This design comes from an exercise in tuning for small area on the open sky130 flow, not from production work. Function was checked by simulation only, so behaviour that the tests miss may differ from the original. No activity file was given, so power comes from the tool's default toggle rates.

## axis_lbus_seg_packer
module axis_lbus_seg_packer #(
  parameter int NSEG      = 4,
  parameter int SEG_BYTES = 16
) (
  input  logic                      clk,
  input  logic                      rst_n,
  input  logic [NSEG*128-1:0]       s_axis_tdata,
  input  logic [NSEG*SEG_BYTES-1:0] s_axis_tkeep,
  input  logic                      s_axis_tlast,
  input  logic                      s_axis_tvalid,
  output logic                      s_axis_tready,
  output logic [NSEG*128-1:0]       lbus_data,
  output logic [NSEG-1:0]           lbus_ena,
  output logic [NSEG-1:0]           lbus_sop,
  output logic [NSEG-1:0]           lbus_eop,
  output logic [NSEG-1:0]           lbus_err,
  output logic [NSEG*4-1:0]         lbus_mty,
  input  logic                      lbus_rdy
);
==> flow/config.mk <==
export PLATFORM = sky130hd
export DESIGN_NAME = axis_lbus_seg_packer
export DESIGN_NICKNAME = axis_lbus_seg_packer
export VERILOG_FILES = /design/flow/design.v
export SDC_FILE = /design/flow/constraint.sdc
export NUM_CORES = 4
export LEC_CHECK = 0
export ABC_AREA = 1
export CAP_MARGIN = 20
export CORE_AREA = 4 4 386 386
export CTS_BUF_LIST = sky130_fd_sc_hd__clkbuf_8 sky130_fd_sc_hd__clkbuf_16
export CTS_CLUSTER_DIAMETER = 60
export CTS_CLUSTER_SIZE = 20
export DIE_AREA = 0 0 390 390
export SLEW_MARGIN = 20
==> flow/constraint.sdc <==
create_clock -name core_clock -period 4.0 [get_ports {clk}]
set_input_delay 0.8000 -clock core_clock [delete_from_list [all_inputs] [get_ports {clk}]]
set_output_delay 0.8000 -clock core_clock [all_outputs]
set_load 0.01 [all_outputs]
standard.sh (not shown) runs the stock make flow with config.mk's settings and CLKGATE_MAP_FILE= SYNTH_SCRIPT=/design/flow/synth_recipe.tcl, a recipe that flattens the netlist after the stock synthesis.
==> flow/flow/run.sh <==
#!/bin/bash
# Standard layout, with the port buffers made of the smallest buffer cell.
set -euo pipefail
bash standard.sh "BUFFER_PORTS_ARGS=-buffer_cell sky130_fd_sc_hd__buf_1" finish > run_standard.log 2>&1
Change:
==> flow/flow/run.sh (replaced) <==
#!/bin/bash
# Standard layout, with the port buffers made of the smallest buffer cell and a clock tree
# of small clustered buffers without dummy loads.
set -euo pipefail
bash standard.sh "BUFFER_PORTS_ARGS=-buffer_cell sky130_fd_sc_hd__buf_1" \
  "CTS_ARGS=-sink_clustering_enable -repair_clock_nets -sink_clustering_size 16 -sink_clustering_max_diameter 50 -buf_list {sky130_fd_sc_hd__clkbuf_4 sky130_fd_sc_hd__clkbuf_8} -dont_use_dummy_load" \
  finish > run_standard.log 2>&1
==> flow/config.mk (replaced) <==
export PLATFORM = sky130hd
export DESIGN_NAME = axis_lbus_seg_packer
export DESIGN_NICKNAME = axis_lbus_seg_packer
export VERILOG_FILES = /design/flow/design.v
export SDC_FILE = /design/flow/constraint.sdc
export NUM_CORES = 4
export LEC_CHECK = 0
export ABC_AREA = 1
export CAP_MARGIN = 0
export CORE_AREA = 4 4 386 386
export DIE_AREA = 0 0 390 390
export SLEW_MARGIN = 0
Result: Global-route usage hardly moves. Design area falls by 4.2%. Die area is unchanged. Synthesized cell count stays the same. Power falls by 12%. Clock skew increases by 0.11 ns. Cell count drops by 0.88%. Combinational power barely changes. Critical path depth does not change.


The RTL this note starts from:
==> flow/design.v <==
module axis_lbus_seg_packer #(
  parameter int NSEG      = 4,
  parameter int SEG_BYTES = 16
) (
  input  logic                      clk,
  input  logic                      rst_n,
  input  logic [NSEG*128-1:0]       s_axis_tdata,
  input  logic [NSEG*SEG_BYTES-1:0] s_axis_tkeep,
  input  logic                      s_axis_tlast,
  input  logic                      s_axis_tvalid,
  output logic                      s_axis_tready,
  output logic [NSEG*128-1:0]       lbus_data,
  output logic [NSEG-1:0]           lbus_ena,
  output logic [NSEG-1:0]           lbus_sop,
  output logic [NSEG-1:0]           lbus_eop,
  output logic [NSEG-1:0]           lbus_err,
  output logic [NSEG*4-1:0]         lbus_mty,
  input  logic                      lbus_rdy
);
  localparam int PW = NSEG*128 + NSEG*4 + 2;   
  logic [NSEG-1:0]   cv_ena;
  logic [NSEG*4-1:0] cv_mty;
  logic              any_en, cv_err;
  logic tready_q, skid_v_q, in_pkt_q, bad_pkt_q, out_pkt_q;
  logic [PW-1:0] cv_pay, skid_q, out_q, m_pay;
  logic          out_eop_q, out_err_q;
  assign any_en = |s_axis_tkeep;
  always_comb begin : convert
    cv_ena = '0;
    cv_mty = '0;
    for (int s = 0; s < NSEG; s++) begin
      cv_ena[s] = |s_axis_tkeep[SEG_BYTES*s +: SEG_BYTES];
      for (int b = SEG_BYTES-1; b >= 0; b--) begin
        if (s_axis_tkeep[SEG_BYTES*s + b]) cv_mty[4*s +: 4] = 4'(b);
      end
    end
    if (!any_en) begin
      cv_ena[0]   = s_axis_tlast;
      cv_mty[3:0] = {4{s_axis_tlast}};
    end
  end
  logic viol;
  always_comb begin : keep_check
    logic below, above;
    logic [NSEG-1:0] en;
    viol  = 1'b0;
    below = 1'b0;
    for (int s = 0; s < NSEG; s++) en[s] = |s_axis_tkeep[SEG_BYTES*s +: SEG_BYTES];
    for (int s = 0; s < NSEG; s++) begin
      above = 1'b0;
      for (int t = 0; t < NSEG; t++) if (t > s) above = above | en[t];
      if (en[s]) begin
        if (|(s_axis_tkeep[SEG_BYTES*s +: SEG_BYTES-1] & ~s_axis_tkeep[SEG_BYTES*s+1 +: SEG_BYTES-1])) viol = 1'b1;
        if (!s_axis_tkeep[SEG_BYTES*s] && (above || !s_axis_tlast)) viol = 1'b1;
      end else begin
        if (below && above) viol = 1'b1;
        if (above && !below && in_pkt_q) viol = 1'b1;
        if (below && !above && !s_axis_tlast) viol = 1'b1;
      end
      below = below | en[s];
    end
  end
  assign cv_err = ~any_en | bad_pkt_q | viol;
  logic [NSEG-1:0] out_ena_q, skid_ena_q, m_ena;
  logic            out_v, adv, hold, push;
  logic            out_v2_q;   
  assign out_v = |out_ena_q;
  assign adv   = ~out_v | lbus_rdy;
  assign hold  = out_v2_q & ~lbus_rdy;
  assign push  = s_axis_tvalid & tready_q & (any_en | s_axis_tlast);
  assign m_ena = ({NSEG{s_axis_tvalid & tready_q}} & cv_ena) | ({NSEG{skid_v_q}} & skid_ena_q);
  always_ff @(posedge clk or negedge rst_n) begin
    if (!rst_n) begin
      out_ena_q <= '0;
      out_v2_q  <= 1'b0;
      skid_v_q  <= 1'b0;
      tready_q  <= 1'b0;
      in_pkt_q  <= 1'b0;
      bad_pkt_q <= 1'b0;
      out_pkt_q <= 1'b0;
    end else begin
      if (adv) out_ena_q <= m_ena;
      if (adv) out_v2_q  <= |m_ena;
      skid_v_q <= ~adv & (skid_v_q | push);
      tready_q <= ~(~adv & (skid_v_q | push));
      if (push) begin
        in_pkt_q  <= ~s_axis_tlast;
        bad_pkt_q <= ~s_axis_tlast & (bad_pkt_q | viol);
      end
      if (out_v & lbus_rdy) out_pkt_q <= ~out_eop_q;
    end
  end
  assign cv_pay = {cv_err, s_axis_tlast, cv_mty, s_axis_tdata};
  assign m_pay  = ({PW{tready_q}} & cv_pay) | ({PW{skid_v_q}} & skid_q);
  always_ff @(posedge clk) begin
    skid_ena_q <= m_ena;
    skid_q     <= m_pay;
    out_q      <= (m_pay & {PW{adv}}) | (out_q & {PW{hold}});
  end
  assign out_eop_q = out_q[PW-2];
  assign out_err_q = out_q[PW-1];
  logic [NSEG-1:0] lowest, highest;
  always_comb begin
    logic seen;
    seen = 1'b0;
    for (int s = 0; s < NSEG; s++) begin
      lowest[s] = out_ena_q[s] & ~seen;
      seen      = seen | out_ena_q[s];
    end
    seen = 1'b0;
    for (int s = NSEG-1; s >= 0; s--) begin
      highest[s] = out_ena_q[s] & ~seen;
      seen       = seen | out_ena_q[s];
    end
  end
  assign s_axis_tready = tready_q;
  assign lbus_data     = out_q[NSEG*128-1:0];
  assign lbus_mty      = out_q[NSEG*128 +: NSEG*4];
  assign lbus_ena      = out_ena_q;
  assign lbus_sop      = lowest & {NSEG{~out_pkt_q}};
  assign lbus_eop      = highest & {NSEG{out_eop_q}};
  assign lbus_err      = highest & {NSEG{out_eop_q & out_err_q}};
endmodule
clock: 4.0 ns
lec_check: 0
abc_area: 1
cap_margin: 20
core_area: 4 4 636 136
die_area: 0 0 640 140
slew_margin: 20
==> flow/flow/run.sh <==
#!/bin/bash
# The standard layout (standard.sh) with these changes:
# - synthesis maps the combinational logic with flow/abc_logic.script (flow/my_synth.tcl);
#   the registers are the standard synthesis's;
# - port buffers are the smallest buffer cell;
# - buffers that ABC inserted are removed before placement (repair_design rebuilds what is needed);
# - the clock tree uses clustered clkbuf_8 leaves and no dummy loads.
set -euo pipefail
work=$(pwd)
sed "s#SYNTH_SCRIPT=[^ ]*#SYNTH_SCRIPT=$work/flow/my_synth.tcl#" standard.sh > my_standard.sh
grep -q "SYNTH_SCRIPT=$work/flow/my_synth.tcl" my_standard.sh
bash my_standard.sh "BUFFER_PORTS_ARGS=-buffer_cell sky130_fd_sc_hd__buf_1" REMOVE_ABC_BUFFERS=1 \
  "CTS_ARGS=-sink_clustering_enable -repair_clock_nets -sink_clustering_size 28 -sink_clustering_max_diameter 45 -buf_list sky130_fd_sc_hd__clkbuf_16 -dont_use_dummy_load" \
  finish > run_standard.log 2>&1
==> flow/flow/abc_logic.script <==
strash
&get -n
&st
&synch2
&if -m -K 6
&mfs
&st
&dch -f
&nf -R 1000
&put
topo
==> flow/flow/my_synth.tcl <==
# The standard flow's synthesis (synth_recipe.tcl in the work folder), with one change: the ABC run that maps
# the combinational logic uses flow/abc_logic.script. Registers are mapped before ABC runs, so
# they are the same as in the standard synthesis.
set my_flow_dir [file dirname [file normalize [info script]]]
set my_abc_script [file join $my_flow_dir abc_logic.script]
proc abc {args} {
  set i [lsearch -exact $args -script]
  if { $i >= 0 } { lset args [expr { $i + 1 }] $::my_abc_script }
  yosys abc {*}$args
}
source [file join [file dirname $my_flow_dir] synth_recipe.tcl]
==> next run, changes <==
--- a/flow/flow/run.sh
+++ b/flow/flow/run.sh
@@ -11,4 +11,4 @@
 grep -q "SYNTH_SCRIPT=$work/flow/my_synth.tcl" my_standard.sh
 bash my_standard.sh "BUFFER_PORTS_ARGS=-buffer_cell sky130_fd_sc_hd__buf_1" REMOVE_ABC_BUFFERS=1 \
-  "CTS_ARGS=-sink_clustering_enable -repair_clock_nets -sink_clustering_size 28 -sink_clustering_max_diameter 45 -buf_list sky130_fd_sc_hd__clkbuf_16 -dont_use_dummy_load" \
+  "CTS_ARGS=-sink_clustering_enable -repair_clock_nets -sink_clustering_size 16 -sink_clustering_max_diameter 40 -buf_list sky130_fd_sc_hd__buf_6 -dont_use_dummy_load" \
   finish > run_standard.log 2>&1
Settings changed: PLACE_DENSITY set to 0.75.
Maximum frequency shrinks by 5.6%.
Critical path depth stays the same.
Sequential power stays flat.
Clock-buffer cell count grows by 32.
Non-clock buffer count shrinks by 10.
Global-route usage grows by 5.6 points.
Setup slack gets worse by 0.17 ns.
Routed wire length grows by 24%.
Register-to-register slack gets worse by 0.10 ns.
Cell area shrinks by 0.98%.
Power grows by 0.49%.
==> next run, changes <==
--- a/flow/flow/run.sh
+++ b/flow/flow/run.sh
@@ -11,4 +11,4 @@
 grep -q "SYNTH_SCRIPT=$work/flow/my_synth.tcl" my_standard.sh
 bash my_standard.sh "BUFFER_PORTS_ARGS=-buffer_cell sky130_fd_sc_hd__buf_1" REMOVE_ABC_BUFFERS=1 \
-  "CTS_ARGS=-sink_clustering_enable -repair_clock_nets -sink_clustering_size 16 -sink_clustering_max_diameter 40 -buf_list sky130_fd_sc_hd__buf_6 -dont_use_dummy_load" \
+  "CTS_ARGS=-sink_clustering_enable -repair_clock_nets -sink_clustering_size 16 -sink_clustering_max_diameter 40 -buf_list sky130_fd_sc_hd__clkbuf_8 -dont_use_dummy_load" \
   finish > run_standard.log 2>&1
- The changed run passed the timing, design-rule and antenna checks
- final area went up slightly
- non-clock buffer count is unchanged
- register-to-register slack hardly moves
- routed wire length is about the same
- combinational power stays flat
- core utilization goes up by 0.23 points
- synthesized cell count does not change
- critical path depth is unchanged
==> next run, changes <==
--- a/flow/flow/run.sh
+++ b/flow/flow/run.sh
@@ -11,4 +11,4 @@
 grep -q "SYNTH_SCRIPT=$work/flow/my_synth.tcl" my_standard.sh
 bash my_standard.sh "BUFFER_PORTS_ARGS=-buffer_cell sky130_fd_sc_hd__buf_1" REMOVE_ABC_BUFFERS=1 \
-  "CTS_ARGS=-sink_clustering_enable -repair_clock_nets -sink_clustering_size 16 -sink_clustering_max_diameter 40 -buf_list sky130_fd_sc_hd__clkbuf_8 -dont_use_dummy_load" \
+  "CTS_ARGS=-sink_clustering_enable -repair_clock_nets -sink_clustering_size 16 -sink_clustering_max_diameter 45 -buf_list sky130_fd_sc_hd__clkbuf_8 -dont_use_dummy_load" \
   finish > run_standard.log 2>&1
Settings changed: CORE_AREA 4 4 636 136 to 4 4 596 176, DIE_AREA 0 0 640 140 to 0 0 600 180, PLACE_DENSITY 0.75 to not set.
Area after synthesis is unchanged.
Clock-buffer cell count grows by 2.
Sequential cell count is unchanged.
Sequential power is about the same.
Final area climbs slightly.
Setup slack improved by 0.10 ns.
Register-to-register slack got worse by 0.06 ns.
Wire length came out higher by roughly a tenth.
Cell count is higher by a few percent.
Fmax rises by a few percent.
Non-clock buffer count is higher by 15.

-- afterwards: timing with drivers on the ports --
The results above use ideal ports. As a check the final layouts listed here were re-extracted and re-timed, cells and wires unchanged. Step 1 sets driving cells, clkbuf_16 on the clock port and buf_2 on the other inputs (assumed; they add their load-dependent delay and slew). Step 2 adds t to the input delays and takes it off the output delays; t is the mean of the earliest and latest rising clock arrival at the registers after step 1. Input paths then give back, and output paths get back, about the clock's delay inside the block. Slacks: ideal ports / drivers / drivers and shift; pairs: ideal ports / drivers.
| run | t, ns | setup WS [ns] | cell pins on the clock port's net |
|---|---|---|---|
| the first run of note 1 | 0.766 | 1.066 / 0.987 / 1.136 | 1 |
| the second run of note 1 | 0.828 | 0.929 / 0.853 / 1.086 | 1 |
| the first run of note 2 | 0.644 | 1.166 / 1.184 / 0.540 | 1 |
| the second run of note 2 | 0.686 | 0.999 / 0.976 / 0.290 | 1 |
| the third run of note 2 | 0.717 | 0.967 / 0.935 / 0.218 | 1 |
| the fourth run of note 2 | 0.705 | 1.067 / 1.083 / 0.378 | 1 |
After both steps setup and hold are still met in every run listed. The setup slack of the third run of note 2, which loses most, moves by -0.032 ns with the drivers and by -0.749 ns with both steps.
